Context: an optimization exercise on an open-source flow, tuned for small area, a short achievable clock period and few clock cycles per item. The choices shown serve that exercise and are no tape-out recipe.
Only simulation tests tie the RTL to the original design; equivalence was not proved.

Design img2col, start of the top module:
module img2col (
    input  logic        clk,
    input  logic        nrst,
    input  logic        wb_cyc_i,
    input  logic        wb_stb_i,
    input  logic        wb_we_i,
    input  logic [6:0]  wb_adr_i,
    input  logic [31:0] wb_dat_i,
    output logic        wb_ack_o,
    output logic [31:0] wb_dat_o
);
export LEC_CHECK = 0
export ABC_CLOCK_PERIOD_IN_PS = 4500
export CAP_MARGIN = 20
export CORE_MARGIN = 2
export CORE_UTILIZATION = 45
export SETUP_SLACK_MARGIN = 5.0
export SLEW_MARGIN = 20
export SYNTH_HIERARCHICAL = 1
create_clock -name core_clock -period 10.0 [get_ports {clk}]
run.sh (not shown) runs the stock make flow with config.mk's settings and CLKGATE_MAP_FILE= SYNTH_SCRIPT=/design/flow/synth_recipe.tcl, a recipe that flattens the netlist after the stock synthesis.
The first run went through all stages and came out clean.
Testbench counts at the start, summed over its fixed seeds: cycles 8,614, windows 1,008.
Then changed:
- CAP_MARGIN: 20 -> 10
- CORE_UTILIZATION: 45 -> 60
- CTS_CLUSTER_DIAMETER: not set -> 120
- CTS_CLUSTER_SIZE: not set -> 24
- PLACE_DENSITY: not set -> 0.75
- SLEW_MARGIN: 20 -> 10
Outcome: Final cell count falls by 9.6%. Register-to-register slack is worse by 0.12 ns. Synthesized area is unchanged. Cell area falls by 5.8%.


Starting RTL as in the previous note.
export LEC_CHECK = 0
export ABC_CLOCK_PERIOD_IN_PS = 4500
export CAP_MARGIN = 20
export CORE_MARGIN = 2
export CORE_UTILIZATION = 45
export CTS_CLUSTER_DIAMETER = 120
export CTS_CLUSTER_SIZE = 24
export SETUP_SLACK_MARGIN = 5.0
export SLEW_MARGIN = 20
export SYNTH_HIERARCHICAL = 1
create_clock -name core_clock -period 10.0 [get_ports {clk}]
The first run produced a clean layout.
Testbench counts at the start, summed over its fixed seeds: cycles 8,614, windows 1,008.
Change:
CAP_MARGIN = 10   (was 20)
CORE_UTILIZATION = 65   (was 45)
SLEW_MARGIN = 10   (was 20)
Global-route usage grows by 9.0 points. Sequential cell count is unchanged. Non-clock buffer count shrinks by 1. Hold slack gets worse by 27 ps. Via count grows by 2.5%. Cell area shrinks by 1.4%. Synthesized cell count does not change. Clock-buffer cell count grows by 1.
Change:
CORE_UTILIZATION = 60   (was 65)
PLACE_DENSITY = 0.65   (was unset)
Worst setup slack improved by 110 ps.
Global-route usage went down by 1.5 points.
Clock skew climbs by 16 ps.
Sequential cell count stays the same.
Count of clock-buffer cells in the layout falls by 1.
Wire length increases by 2.7%.
Sequential share of layout area hardly moves.
Area after synthesis is unchanged.
Die area went up by 8.2%.
Change:
CAP_MARGIN = 20   (was 10)
CORE_UTILIZATION = 70   (was 60)
PLACE_DENSITY = unset   (was 0.65)
SLEW_MARGIN = 20   (was 10)
What happened:
- The new run finished with timing, DRC and antenna clean
- clock skew went down by 12 ps
- setup slack is worse by 62 ps
- final cell count went down by 2.7%
- core utilization rose by 11 points
- routed wire length is lower by 1.4%
- cell area hardly moves
- global-route usage climbs by 4.0 points
- non-clock buffer count is higher by 5
- via count went up by 1.8%
- first-iteration DRC count went up by 20%
- sequential share of layout area stays flat
Change:
CAP_MARGIN = 10   (was 20)
CORE_UTILIZATION = 60   (was 70)
SLEW_MARGIN = 10   (was 20)
What happened: Via count fell by a few percent. Non-clock buffer count is lower by 12. Cell count climbs by a few percent. Register-to-register slack gets better by 200 ps. Die area climbs by about a fifth. Routed wire length increases by a few percent. Final area stays flat.


Starting RTL as in the previous note.
export LEC_CHECK = 0
export ABC_CLOCK_PERIOD_IN_PS = 4500
export CAP_MARGIN = 20
export CORE_MARGIN = 2
export CORE_UTILIZATION = 60
export CTS_CLUSTER_DIAMETER = 120
export CTS_CLUSTER_SIZE = 24
export SETUP_SLACK_MARGIN = 5.0
export SLEW_MARGIN = 20
export SYNTH_HIERARCHICAL = 1
create_clock -name core_clock -period 10.0 [get_ports {clk}]
The starting point completed with no timing, DRC or antenna violations.
Testbench counts at the start, summed over its fixed seeds: cycles 8,614, windows 1,008.
==> next run, changes <==
--- a/flow/config.mk
+++ b/flow/config.mk
@@ -7,4 +7,4 @@
 export LEC_CHECK = 0
-export ABC_CLOCK_PERIOD_IN_PS = 4500
-export CAP_MARGIN = 20
+export ABC_AREA = 1
+export CAP_MARGIN = 10
 export CORE_MARGIN = 2
@@ -14,3 +14,3 @@
 export SETUP_SLACK_MARGIN = 5.0
-export SLEW_MARGIN = 20
+export SLEW_MARGIN = 10
 export SYNTH_HIERARCHICAL = 1
What happened: The new run completed without violations. Sequential cell count stays the same. Worst setup slack is better by 0.015 ns. Routed wire length rises by about 10%. Final area rises by 3.0%. Core utilization rises by 0.60 points.
==> next run, changes <==
--- a/flow/config.mk
+++ b/flow/config.mk
@@ -7,3 +7,3 @@
 export LEC_CHECK = 0
-export ABC_AREA = 1
+export ABC_CLOCK_PERIOD_IN_PS = 4500
 export CAP_MARGIN = 10
@@ -16 +16,2 @@
 export SYNTH_HIERARCHICAL = 1
+export TNS_END_PERCENT = 20
What happened: Critical path depth drops by 3. Count of clock-buffer cells in the layout fell by 1. Die area fell slightly. Final area went down by a few percent. Cell count is lower by about a fifth. Wire length falls by a little under a tenth. Area after synthesis fell slightly.

[static timing again, ports no longer ideal]
No port has a modelled driver above. Below, the same layouts with a new extraction and two added sets of constraints.
Step 1 (the two cells are an assumption about what drives the block):
set clk [get_ports {clk}]
set_driving_cell -lib_cell sky130_fd_sc_hd__clkbuf_16 $clk
set_driving_cell -lib_cell sky130_fd_sc_hd__buf_2 [delete_from_list [all_inputs] $clk]
Step 2 adds t to the input delays and takes it off the output delays; t is the mean of the earliest and latest rising clock arrival at the registers after step 1. Input paths then give back, and output paths get back, about the clock's delay inside the block.
a / b / c = no drivers / after step 1 / after step 2; a / b = the first two.
run	t (ns)	setup WS [ns]	worst setup path at the end
the first run of note 1	0.683	4.997 / 4.934 / 4.676	input to register
the second run of note 1	0.655	4.996 / 4.961 / 4.594	input to register
the first run of note 2	0.670	4.968 / 4.920 / 4.650	input to register
the second run of note 2	0.655	4.928 / 4.896 / 4.510	input to register
the third run of note 2	0.663	5.036 / 5.003 / 4.649	input to register
the fourth run of note 2	0.671	4.974 / 4.937 / 4.493	input to register
the fifth run of note 2	0.673	5.041 / 4.998 / 4.527	input to register
the first run of note 3	0.667	5.002 / 4.968 / 4.507	input to register
the second run of note 3	0.667	5.017 / 4.970 / 4.606	input to register
the third run of note 3	0.672	4.942 / 4.895 / 4.515	input to register
After both steps every run listed still meets setup and hold. For the fifth run of note 2, which loses most, drivers alone change the setup slack by -0.043 ns; drivers and shift together by -0.514 ns.
